What follows belongs to an exercise in optimizing a design on an open flow for a short achievable clock period and few clock cycles; a production flow would make more cautious choices.
Where RTL was checked, it was by simulation tests only, not by an equivalence proof against the original.

==> inputs of job 8421 <==
## mips_core
module mips_core (
    input  logic            clk,
    input  logic            rst,
    output mips_pkg::word_t iport_addr_o,
    input  mips_pkg::word_t iport_data_i,
    output mips_pkg::word_t dport_addr_o,
    output mips_pkg::word_t dport_wdata_o,
    output logic            dport_we_o,
    output logic            dport_re_o,
    input  mips_pkg::word_t dport_rdata_i
);
Settings: LEC_CHECK=0, ABC_CLOCK_PERIOD_IN_PS=2500, CAP_MARGIN=20, CORE_MARGIN=2, CORE_UTILIZATION=40, SETUP_SLACK_MARGIN=4.3, SLEW_MARGIN=20, SYNTH_HIERARCHICAL=1, SYNTH_MINIMUM_KEEP_SIZE=0; clock period 6.5 ns.
run.sh (not shown) runs the stock make flow with config.mk's settings and CLKGATE_MAP_FILE= SYNTH_SCRIPT=/design/flow/synth_recipe.tcl, a recipe that flattens the netlist after the stock synthesis.
==> job 1676 (differences from job 8421) <==
--- a/flow/design.v
+++ b/flow/design.v
@@ -213,12 +213,18 @@
     end
     for (genvar k = 0; k < 2; k++) begin : g_w
         ks_nor u_w (.a(v[2*k]), .b(v[2*k+1]), .y(w[k]));
     end
     ks_a21oi u_y (.a(w[0]), .b(w[1]), .c(kill), .y(y));
 endmodule
+module ks_slt (input logic a, b, c, output logic y);
+    logic and_n, or_n;
+    ks_nand  u_and (.a(a), .b(b), .y(and_n));
+    ks_nor   u_or  (.a(a), .b(b), .y(or_n));
+    ks_mux2i u_y   (.s(c), .a(and_n), .b(or_n), .y(y));
+endmodule
 `timescale 1ns/1ns
 module mips_core (
     input  logic            clk,
     input  logic            rst,
     output mips_pkg::word_t iport_addr_o,
     input  mips_pkg::word_t iport_data_i,
@@ -237,19 +243,21 @@
     word_t id_pc4;
     word_t id_ra, id_rb;             
     logic  id_a_ex, id_a_ld, id_a_res, id_a_wb, id_a_rf;
     logic  id_b_ex, id_b_ld, id_b_res, id_b_wb, id_b_rf;
     logic            id_bc;
     logic [NID-1:0]  id_bq, id_bn;
-    logic            id_zp, id_zq_r, id_zq_f, id_zn_r, id_zn_f;
     logic            id_kill;        
     logic            id_we_f;        
     ra_t             id_wa_f;
+    logic            id_use_rs, id_use_rt;
     word_t ex_a, ex_b, ex_t;         
-    word_t ex_nimm;                  
     logic  ex_a_res, ex_b_pos, ex_b_neg, ex_t_res;
+    logic  ex_s_rr, ex_s_fr, ex_s_rp, ex_s_rn, ex_s_ff;
+    logic  ex_as_rr, ex_as_fr, ex_as_rp, ex_as_rn, ex_as_ff;
+    logic  ex_ss_rr, ex_ss_fr, ex_ss_rp, ex_ss_rn;
     logic  ex_sub, ex_add, ex_and, ex_or, ex_xor, ex_slt;
     logic  ex_ld, ex_st, ex_we;
     ra_t   ex_wa;
     logic            ex_mc;
     logic [NEX-1:0]  ex_mq, ex_mn;
     word_t mem_res;
@@ -287,16 +295,14 @@
     assign d_sw    = op == 6'h2b;
     assign d_beq   = op == 6'h04;
     assign d_bne   = op == 6'h05;
     assign d_br    = d_beq | d_bne;
     assign d_wa = id_wa_f;
     assign d_we = id_we_f && !id_kill;
-    logic d_use_rs, d_use_rt, stall;
-    assign d_use_rs = d_r | d_addiu | d_ori | d_lw | d_sw | d_br;
-    assign d_use_rt = d_r | d_sw | d_br;
-    assign stall    = ex_ld && ((id_a_ex && d_use_rs) || (id_b_ex && d_use_rt));
+    logic stall;
+    assign stall = ex_ld && !id_kill && ((id_a_ex && id_use_rs) || (id_b_ex && id_use_rt));
     ra_t   f_rs, f_rt;
     word_t f_ra, f_rb;
     assign f_rs = iport_data_i[25:21];
     assign f_rt = iport_data_i[20:16];
     logic [5:0] f_op, f_fn;
     logic       f_r, f_we;
@@ -304,12 +310,22 @@
     assign f_op = iport_data_i[31:26];
     assign f_fn = iport_data_i[5:0];
     assign f_r  = f_op == 6'h00 && (f_fn == 6'h21 || f_fn == 6'h23 || f_fn == 6'h24 ||
                                     f_fn == 6'h25 || f_fn == 6'h26 || f_fn == 6'h2a);
     assign f_wa = f_r ? iport_data_i[15:11] : iport_data_i[20:16];
     assign f_we = (f_r || f_op == 6'h09 || f_op == 6'h0d || f_op == 6'h23) && f_wa != 5'd0;
+    logic f_use_rs, f_use_rt;
+    assign f_use_rs = f_r || f_op == 6'h09 || f_op == 6'h0d || f_op == 6'h23 || f_op == 6'h2b ||
+                      f_op == 6'h04 || f_op == 6'h05;
+    assign f_use_rt = f_r || f_op == 6'h2b || f_op == 6'h04 || f_op == 6'h05;
+    ra_t   h_rs, h_rt;
+    word_t h_ra, h_rb;
+    assign h_rs = id_instr[25:21];
+    assign h_rt = id_instr[20:16];
+    assign h_ra = (h_rs == 5'd0) ? 32'd0 : (wb_we && wb_wa == h_rs) ? wb_data : regs[h_rs];
+    assign h_rb = (h_rt == 5'd0) ? 32'd0 : (wb_we && wb_wa == h_rt) ? wb_data : regs[h_rt];
     assign f_ra = (f_rs == 5'd0) ? 32'd0 : (wb_we && wb_wa == f_rs) ? wb_data : regs[f_rs];
     assign f_rb = (f_rt == 5'd0) ? 32'd0 : (wb_we && wb_wa == f_rt) ? wb_data : regs[f_rt];
     logic f_a_ex, f_a_mem, f_a_wb, f_b_ex, f_b_mem, f_b_wb;
     assign f_a_ex  = d_we   && d_wa   == f_rs;
     assign f_a_mem = ex_we  && ex_wa  == f_rs;
     assign f_a_wb  = mem_we && mem_wa == f_rs;
@@ -329,17 +345,13 @@
     assign n_b_wb  = !f_b_ex && !f_b_mem && f_b_wb;
     assign n_b_rf  = !f_b_ex && !f_b_mem && !f_b_wb;
     logic            f_br, f_bne, f_late, f_same, f_bc;
     logic [NID-1:0]  f_pair;
     assign f_br   = iport_data_i[31:27] == 5'b00010;
     assign f_bne  = iport_data_i[26];
-    logic f_zpat, f_z_af;
-    assign f_zpat = f_br && d_addiu && !id_kill &&
-                    ((n_a_ex && f_rt == 5'd0) || (n_b_ex && f_rs == 5'd0));
-    assign f_z_af = id_a_ex;         
-    assign f_late = (n_a_ex || n_b_ex || n_a_ld || n_b_ld) && !f_zpat;
+    assign f_late = n_a_ex || n_b_ex || n_a_ld || n_b_ld;
     assign f_same = (n_a_res && n_b_res) || (n_a_wb && n_b_wb);
     assign f_pair = {(n_a_res && n_b_wb) || (n_a_wb && n_b_res),
                      n_a_wb && n_b_rf,
                      n_a_res && n_b_rf,
                      n_a_rf && n_b_wb,
                      n_a_rf && n_b_res,
@@ -358,50 +370,55 @@
     logic  d_use_imm;
     assign imm_ext   = d_ori ? {16'h0, imm} : {{16{imm[15]}}, imm};
     assign d_use_imm = d_addiu | d_ori | d_lw | d_sw;
     word_t id_target;
     logic  id_late;
     ks_add32 u_target_add (.x(id_pc4), .y({{14{imm[15]}}, imm, 2'b00}), .s(id_target));
-    assign id_late = (id_a_ex || id_b_ex || id_a_ld || id_b_ld) && !id_zp;
+    assign id_late = id_a_ex || id_b_ex || id_a_ld || id_b_ld;
     logic [NID-1:0] id_eq;
     ks_eq32 u_eq_rf_rf  (.x(id_ra),   .y(id_rb),   .eq(id_eq[0]));
     ks_eq32 u_eq_rf_res (.x(id_ra),   .y(mem_res), .eq(id_eq[1]));
     ks_eq32 u_eq_rf_wb  (.x(id_ra),   .y(wb_data), .eq(id_eq[2]));
     ks_eq32 u_eq_res_rf (.x(mem_res), .y(id_rb),   .eq(id_eq[3]));
     ks_eq32 u_eq_wb_rf  (.x(wb_data), .y(id_rb),   .eq(id_eq[4]));
     ks_eq32 u_eq_res_wb (.x(mem_res), .y(wb_data), .eq(id_eq[5]));
-    logic eq_z_r, eq_z_f;
-    ks_eq32 u_eq_z_r (.x(ex_a),    .y(ex_nimm), .eq(eq_z_r));
-    ks_eq32 u_eq_z_f (.x(mem_res), .y(ex_nimm), .eq(eq_z_f));
-    word_t nimm;
-    ks_add32c u_nimm (.x(~{{16{imm[15]}}, imm}), .y(32'd0), .ci(1'b1), .s(nimm), .c31());
     logic [3:0] id_redirect;
     for (genvar k = 0; k < 4; k++) begin : g_redirect
-        ks_pick u_pick (.kill(id_kill || stall), .c(id_bc),
-                        .q({3'd0, id_zq_f, id_zq_r, id_bq}), .n({3'd0, id_zn_f, id_zn_r, id_bn}),
-                        .e({3'd0, eq_z_f, eq_z_r, id_eq}), .y(id_redirect[k]));
+        ks_pick u_pick (.kill(id_kill || stall), .c(id_bc), .q({5'd0, id_bq}), .n({5'd0, id_bn}),
+                        .e({5'd0, id_eq}), .y(id_redirect[k]));
     end
     word_t a, b, t;
     word_t sum;
     word_t alu;
-    logic  c31, slt;
+    logic  slt;
     assign a = ({32{ex_a_res}} & mem_res) | ex_a;
     assign b = ({32{ex_b_pos}} & mem_res) | ({32{ex_b_neg}} & ~mem_res) | ex_b;
     assign t = ({32{ex_t_res}} & mem_res) | ex_t;
-    ks_add32c u_alu_add (.x(a), .y(b), .ci(ex_sub), .s(sum), .c31(c31));
-    logic slt_and_n, slt_or_n;
-    ks_nand u_slt_and (.a(a[31]), .b(b[31]), .y(slt_and_n));
-    ks_nor  u_slt_or  (.a(a[31]), .b(b[31]), .y(slt_or_n));
-    ks_mux2i u_slt (.s(c31), .a(slt_and_n), .b(slt_or_n), .y(slt));
+    word_t mem_res_n, s_rr, s_fr, s_rp, s_rn;
+    logic  c_rr, c_fr, c_rp, c_rn;
+    assign mem_res_n = ~mem_res;
+    ks_add32c u_add_rr (.x(ex_a),    .y(ex_b),      .ci(ex_sub), .s(s_rr), .c31(c_rr));
+    ks_add32c u_add_fr (.x(mem_res), .y(ex_b),      .ci(ex_sub), .s(s_fr), .c31(c_fr));
+    ks_add32c u_add_rp (.x(ex_a),    .y(mem_res),   .ci(ex_sub), .s(s_rp), .c31(c_rp));
+    ks_add32c u_add_rn (.x(ex_a),    .y(mem_res_n), .ci(ex_sub), .s(s_rn), .c31(c_rn));
+    assign sum = ({32{ex_s_rr}} & s_rr) | ({32{ex_s_fr}} & s_fr) | ({32{ex_s_rp}} & s_rp)
+               | ({32{ex_s_rn}} & s_rn) | ({32{ex_s_ff}} & {mem_res[30:0], 1'b0});
+    logic slt_rr, slt_fr, slt_rn;
+    ks_slt u_slt_rr (.a(ex_a[31]),    .b(ex_b[31]),      .c(c_rr), .y(slt_rr));
+    ks_slt u_slt_fr (.a(mem_res[31]), .b(ex_b[31]),      .c(c_fr), .y(slt_fr));
+    ks_slt u_slt_rn (.a(ex_a[31]),    .b(mem_res_n[31]), .c(c_rn), .y(slt_rn));
+    assign slt = (ex_ss_rr & slt_rr) | (ex_ss_fr & slt_fr) | (ex_ss_rn & slt_rn);
     word_t logic_res;
     always_comb begin
         for (int i = 0; i < 32; i++) begin
             logic_res[i] = (a[i] ^ b[i]) ? (ex_or | ex_xor) : (a[i] & (ex_and | ex_or));
         end
     end
-    assign alu = ({32{ex_add}} & sum) | logic_res | {31'd0, ex_slt & slt};
+    assign alu = ({32{ex_as_rr}} & s_rr) | ({32{ex_as_fr}} & s_fr) | ({32{ex_as_rp}} & s_rp)
+               | ({32{ex_as_rn}} & s_rn) | ({32{ex_as_ff}} & {mem_res[30:0], 1'b0})
+               | logic_res | {31'd0, slt};
     logic [NEX-1:0] ex_eq;
     ks_eq32 u_eq_at (.x(ex_a),    .y(ex_t),    .eq(ex_eq[0]));
     ks_eq32 u_eq_mt (.x(mem_res), .y(ex_t),    .eq(ex_eq[1]));
     ks_eq32 u_eq_am (.x(ex_a),    .y(mem_res), .eq(ex_eq[2]));
     logic [8:0] mispredict;
     for (genvar k = 0; k < 9; k++) begin : g_mispredict
@@ -431,20 +448,17 @@
             end
         end
         id_kill <= rst || mispredict[8];
         if (!stall) begin
             id_we_f  <= f_we;
             id_wa_f  <= f_wa;
+            id_use_rs <= f_use_rs;
+            id_use_rt <= f_use_rt;
             id_bc    <= f_bc;
-            id_bq    <= (f_br && !f_late && !f_zpat && !f_bne) ? f_pair : '0;
-            id_bn    <= (f_br && !f_late && !f_zpat && f_bne) ? f_pair : '0;
-            id_zp    <= f_zpat;
-            id_zq_r  <= f_zpat && !f_bne && !f_z_af;
-            id_zq_f  <= f_zpat && !f_bne && f_z_af;
-            id_zn_r  <= f_zpat && f_bne && !f_z_af;
-            id_zn_f  <= f_zpat && f_bne && f_z_af;
+            id_bq    <= (f_br && !f_late && !f_bne) ? f_pair : '0;
+            id_bn    <= (f_br && !f_late && f_bne) ? f_pair : '0;
             id_pc4   <= pc4;
             id_ra    <= f_ra;
             id_rb    <= f_rb;
             id_a_ex  <= n_a_ex;
             id_a_ld  <= n_a_ld;
             id_a_res <= n_a_res;
@@ -456,19 +470,14 @@
             id_b_wb  <= n_b_wb;
             id_b_rf  <= n_b_rf;
         end else begin
             id_bc    <= d_br;
             id_bq    <= '0;
             id_bn    <= '0;
-            id_zp    <= 1'b0;
-            id_zq_r  <= 1'b0;
-            id_zq_f  <= 1'b0;
-            id_zn_r  <= 1'b0;
-            id_zn_f  <= 1'b0;
-            if (id_a_wb) id_ra <= wb_data;
-            if (id_b_wb) id_rb <= wb_data;
+            id_ra    <= h_ra;
+            id_rb    <= h_rb;
             id_a_ex  <= 1'b0;
             id_a_ld  <= id_a_ex;
             id_a_res <= 1'b0;
             id_a_wb  <= id_a_ld || id_a_res;
             id_a_rf  <= id_a_wb || id_a_rf;
             id_b_ex  <= 1'b0;
@@ -483,20 +492,36 @@
     assign e_a_res   = id_a_ex;
     assign e_a_reg   = !id_a_ex;
     assign e_t_res   = id_b_ex;
     assign e_t_reg   = !id_b_ex;
     assign e_late_br = d_br && id_late;
     assign e_pair    = {e_a_reg && e_t_res, e_a_res && e_t_reg, e_a_reg && e_t_reg};
+    logic s_af, s_bf, s_add;
+    assign s_af  = id_a_ex;
+    assign s_bf  = id_b_ex && !d_use_imm;
+    assign s_add = d_addu | d_subu | d_addiu | d_lw | d_sw;
     always_ff @(posedge clk) begin
         ex_a      <= id_a_ex ? 32'd0 : val_a;
         ex_b      <= d_use_imm ? imm_ext : (id_b_ex ? 32'd0 : ((d_subu | d_slt) ? ~val_b : val_b));
         ex_t      <= id_b_ex ? 32'd0 : val_b;
-        ex_nimm   <= nimm;
         ex_a_res  <= e_a_res;
         ex_b_pos  <= id_b_ex && !d_use_imm && !(d_subu | d_slt);
         ex_b_neg  <= id_b_ex && !d_use_imm && (d_subu | d_slt);
+        ex_s_rr   <= !s_af && !s_bf;
+        ex_s_fr   <=  s_af && !s_bf;
+        ex_s_rp   <= !s_af &&  s_bf && !(d_subu | d_slt);
+        ex_s_rn   <= !s_af &&  s_bf &&  (d_subu | d_slt);
+        ex_s_ff   <=  s_af &&  s_bf && !(d_subu | d_slt);
+        ex_as_rr  <= s_add && !s_af && !s_bf;
+        ex_as_fr  <= s_add &&  s_af && !s_bf;
+        ex_as_rp  <= s_add && !s_af &&  s_bf && !(d_subu | d_slt);
+        ex_as_rn  <= s_add && !s_af &&  s_bf &&  (d_subu | d_slt);
+        ex_as_ff  <= s_add &&  s_af &&  s_bf && !(d_subu | d_slt);
+        ex_ss_rr  <= d_slt && !s_af && !s_bf;
+        ex_ss_fr  <= d_slt &&  s_af && !s_bf;
+        ex_ss_rn  <= d_slt && !s_af &&  s_bf;
         ex_t_res  <= e_t_res;
         ex_wa     <= d_wa;
         ex_sub    <= d_subu | d_slt;
         ex_add    <= d_addu | d_subu | d_addiu | d_lw | d_sw;
         ex_and    <= d_and;
         ex_or     <= d_or | d_ori;
==> job 6639 (differences from job 8421) <==
--- a/flow/design.v
+++ b/flow/design.v
@@ -237,18 +237,16 @@
     word_t id_pc4;
     word_t id_ra, id_rb;             
     logic  id_a_ex, id_a_ld, id_a_res, id_a_wb, id_a_rf;
     logic  id_b_ex, id_b_ld, id_b_res, id_b_wb, id_b_rf;
     logic            id_bc;
     logic [NID-1:0]  id_bq, id_bn;
-    logic            id_zp, id_zq_r, id_zq_f, id_zn_r, id_zn_f;
     logic            id_kill;        
     logic            id_we_f;        
     ra_t             id_wa_f;
     word_t ex_a, ex_b, ex_t;         
-    word_t ex_nimm;                  
     logic  ex_a_res, ex_b_pos, ex_b_neg, ex_t_res;
     logic  ex_sub, ex_add, ex_and, ex_or, ex_xor, ex_slt;
     logic  ex_ld, ex_st, ex_we;
     ra_t   ex_wa;
     logic            ex_mc;
     logic [NEX-1:0]  ex_mq, ex_mn;
@@ -329,17 +327,13 @@
     assign n_b_wb  = !f_b_ex && !f_b_mem && f_b_wb;
     assign n_b_rf  = !f_b_ex && !f_b_mem && !f_b_wb;
     logic            f_br, f_bne, f_late, f_same, f_bc;
     logic [NID-1:0]  f_pair;
     assign f_br   = iport_data_i[31:27] == 5'b00010;
     assign f_bne  = iport_data_i[26];
-    logic f_zpat, f_z_af;
-    assign f_zpat = f_br && d_addiu && !id_kill &&
-                    ((n_a_ex && f_rt == 5'd0) || (n_b_ex && f_rs == 5'd0));
-    assign f_z_af = id_a_ex;         
-    assign f_late = (n_a_ex || n_b_ex || n_a_ld || n_b_ld) && !f_zpat;
+    assign f_late = n_a_ex || n_b_ex || n_a_ld || n_b_ld;
     assign f_same = (n_a_res && n_b_res) || (n_a_wb && n_b_wb);
     assign f_pair = {(n_a_res && n_b_wb) || (n_a_wb && n_b_res),
                      n_a_wb && n_b_rf,
                      n_a_res && n_b_rf,
                      n_a_rf && n_b_wb,
                      n_a_rf && n_b_res,
@@ -358,30 +352,24 @@
     logic  d_use_imm;
     assign imm_ext   = d_ori ? {16'h0, imm} : {{16{imm[15]}}, imm};
     assign d_use_imm = d_addiu | d_ori | d_lw | d_sw;
     word_t id_target;
     logic  id_late;
     ks_add32 u_target_add (.x(id_pc4), .y({{14{imm[15]}}, imm, 2'b00}), .s(id_target));
-    assign id_late = (id_a_ex || id_b_ex || id_a_ld || id_b_ld) && !id_zp;
+    assign id_late = id_a_ex || id_b_ex || id_a_ld || id_b_ld;
     logic [NID-1:0] id_eq;
     ks_eq32 u_eq_rf_rf  (.x(id_ra),   .y(id_rb),   .eq(id_eq[0]));
     ks_eq32 u_eq_rf_res (.x(id_ra),   .y(mem_res), .eq(id_eq[1]));
     ks_eq32 u_eq_rf_wb  (.x(id_ra),   .y(wb_data), .eq(id_eq[2]));
     ks_eq32 u_eq_res_rf (.x(mem_res), .y(id_rb),   .eq(id_eq[3]));
     ks_eq32 u_eq_wb_rf  (.x(wb_data), .y(id_rb),   .eq(id_eq[4]));
     ks_eq32 u_eq_res_wb (.x(mem_res), .y(wb_data), .eq(id_eq[5]));
-    logic eq_z_r, eq_z_f;
-    ks_eq32 u_eq_z_r (.x(ex_a),    .y(ex_nimm), .eq(eq_z_r));
-    ks_eq32 u_eq_z_f (.x(mem_res), .y(ex_nimm), .eq(eq_z_f));
-    word_t nimm;
-    ks_add32c u_nimm (.x(~{{16{imm[15]}}, imm}), .y(32'd0), .ci(1'b1), .s(nimm), .c31());
     logic [3:0] id_redirect;
     for (genvar k = 0; k < 4; k++) begin : g_redirect
-        ks_pick u_pick (.kill(id_kill || stall), .c(id_bc),
-                        .q({3'd0, id_zq_f, id_zq_r, id_bq}), .n({3'd0, id_zn_f, id_zn_r, id_bn}),
-                        .e({3'd0, eq_z_f, eq_z_r, id_eq}), .y(id_redirect[k]));
+        ks_pick u_pick (.kill(id_kill || stall), .c(id_bc), .q({5'd0, id_bq}), .n({5'd0, id_bn}),
+                        .e({5'd0, id_eq}), .y(id_redirect[k]));
     end
     word_t a, b, t;
     word_t sum;
     word_t alu;
     logic  c31, slt;
     assign a = ({32{ex_a_res}} & mem_res) | ex_a;
@@ -432,19 +420,14 @@
         end
         id_kill <= rst || mispredict[8];
         if (!stall) begin
             id_we_f  <= f_we;
             id_wa_f  <= f_wa;
             id_bc    <= f_bc;
-            id_bq    <= (f_br && !f_late && !f_zpat && !f_bne) ? f_pair : '0;
-            id_bn    <= (f_br && !f_late && !f_zpat && f_bne) ? f_pair : '0;
-            id_zp    <= f_zpat;
-            id_zq_r  <= f_zpat && !f_bne && !f_z_af;
-            id_zq_f  <= f_zpat && !f_bne && f_z_af;
-            id_zn_r  <= f_zpat && f_bne && !f_z_af;
-            id_zn_f  <= f_zpat && f_bne && f_z_af;
+            id_bq    <= (f_br && !f_late && !f_bne) ? f_pair : '0;
+            id_bn    <= (f_br && !f_late && f_bne) ? f_pair : '0;
             id_pc4   <= pc4;
             id_ra    <= f_ra;
             id_rb    <= f_rb;
             id_a_ex  <= n_a_ex;
             id_a_ld  <= n_a_ld;
             id_a_res <= n_a_res;
@@ -456,17 +439,12 @@
             id_b_wb  <= n_b_wb;
             id_b_rf  <= n_b_rf;
         end else begin
             id_bc    <= d_br;
             id_bq    <= '0;
             id_bn    <= '0;
-            id_zp    <= 1'b0;
-            id_zq_r  <= 1'b0;
-            id_zq_f  <= 1'b0;
-            id_zn_r  <= 1'b0;
-            id_zn_f  <= 1'b0;
             if (id_a_wb) id_ra <= wb_data;
             if (id_b_wb) id_rb <= wb_data;
             id_a_ex  <= 1'b0;
             id_a_ld  <= id_a_ex;
             id_a_res <= 1'b0;
             id_a_wb  <= id_a_ld || id_a_res;
@@ -487,13 +465,12 @@
     assign e_late_br = d_br && id_late;
     assign e_pair    = {e_a_reg && e_t_res, e_a_res && e_t_reg, e_a_reg && e_t_reg};
     always_ff @(posedge clk) begin
         ex_a      <= id_a_ex ? 32'd0 : val_a;
         ex_b      <= d_use_imm ? imm_ext : (id_b_ex ? 32'd0 : ((d_subu | d_slt) ? ~val_b : val_b));
         ex_t      <= id_b_ex ? 32'd0 : val_b;
-        ex_nimm   <= nimm;
         ex_a_res  <= e_a_res;
         ex_b_pos  <= id_b_ex && !d_use_imm && !(d_subu | d_slt);
         ex_b_neg  <= id_b_ex && !d_use_imm && (d_subu | d_slt);
         ex_t_res  <= e_t_res;
         ex_wa     <= d_wa;
         ex_sub    <= d_subu | d_slt;
==> results.cfg <==
[cells_and_area]
stdcell_area_mm2 = 0.100
regArea_mm2 = 0.0401
syn_to_final_growth_pct = 29.8

[floorplanning]
coreArea_mm2 = 0.192

[global_route]
grt_max_degree = 79

[timing]
tightestPinTransition_ps = 856
slew_headroom = 0.429

[pwr]
internal_power_mw = 19.0
vdd_drop_max_mv = 0.222

[setup_path]
reg2reg_slack_ps = 3800
crit_family = compound AO/OA/AOI/OAI gates
endpoint = mem_res[24]

[clock_network]
clk-insertion-delay-late_ps = 830

[outcome]
outcome = timing/DRC/antenna clean
That was job 6639.
==> results.cfg <==
[routing]
met2_wirelength_um = 217000

[pwr]
vdd_drop_max_mv = 0.335
internal_power_mw = 21.7

[cells_and_area]
clk_share = 0.0434
regArea_mm2 = 0.0404
syn_to_final_growth_pct = 34.0
num-nonclk-inverters = 241

[outcome]
outcome = timing/DRC/antenna clean

[setup_path]
worst_path_largest_cell_delay_ps = 660
endpoint = pc[8]
reg2reg_slack_ps = 3760
crit_family = simple AND/OR/NAND/NOR gates

[timing]
slew_headroom = 0.102
tightestPinTransition_ps = 1350

[global_route]
met2_usage = 0.563
grt_max_degree = 80

[clock_network]
clk-insertion-delay-late_ps = 930
That was job 1676.
==> results.cfg <==
[outcome]
outcome = timing/DRC/antenna clean

[cells_and_area]
final_cell_count_no_fill = 10700
regArea_mm2 = 0.0410
stdcell_area_mm2 = 0.106
seq_cell_count = 1473

[floorplanning]
coreArea_mm2 = 0.202

[timing]
whs_ps = 365
tightestPinTransition_ps = 1010

[setup_path]
endpoint = pc[7]
reg2reg_slack_ps = 3760
crit_family = simple AND/OR/NAND/NOR gates

[global_route]
grt_max_degree = 93

[pwr]
internal_power_mw = 19.3

[clock_network]
clk-insertion-delay-late_ps = 870
That was job 8421.
Testbench counts of job 8421, summed over its fixed seeds: cycles 72,335.
Testbench counts of job 6639, summed over its fixed seeds: cycles 73,702.
Only the layout flow was run in job 1676; the RTL was not checked for function there.

[separate check: timing with driven ports]
Ports are ideal in the flow. The routed layouts listed here were re-timed in OpenROAD.
Step 1: set_driving_cell puts a clkbuf_16 on clk and a buf_2 on each other input, an assumption about the parent block.
Step 2, shift: input delay + t, output delay - t, t = (earliest + latest rising clock arrival at the registers) / 2. This alone moves slack from input paths to output paths.
Slacks: ideal / step 1 / step 2; pairs: ideal / step 1.
run	t (ns)	setup slack, ns	latest minus earliest clock arrival (ns)	worst register clock-pin slew, ns	worst data-port slew with drivers (ns)
job 8421	0.925	3.760 / 3.733 / 2.872	0.080 / 0.080	0.07 / 0.07	0.44
job 1676	0.976	3.756 / 3.500 / 2.524	0.113 / 0.113	0.07 / 0.07	0.70
job 6639	0.889	3.803 / 3.622 / 2.734	0.051 / 0.051	0.07 / 0.07	0.48
After both steps every run listed still meets setup and hold. The setup slack of job 1676, which loses most, moves by -0.256 ns with the drivers and by -1.232 ns with both steps.
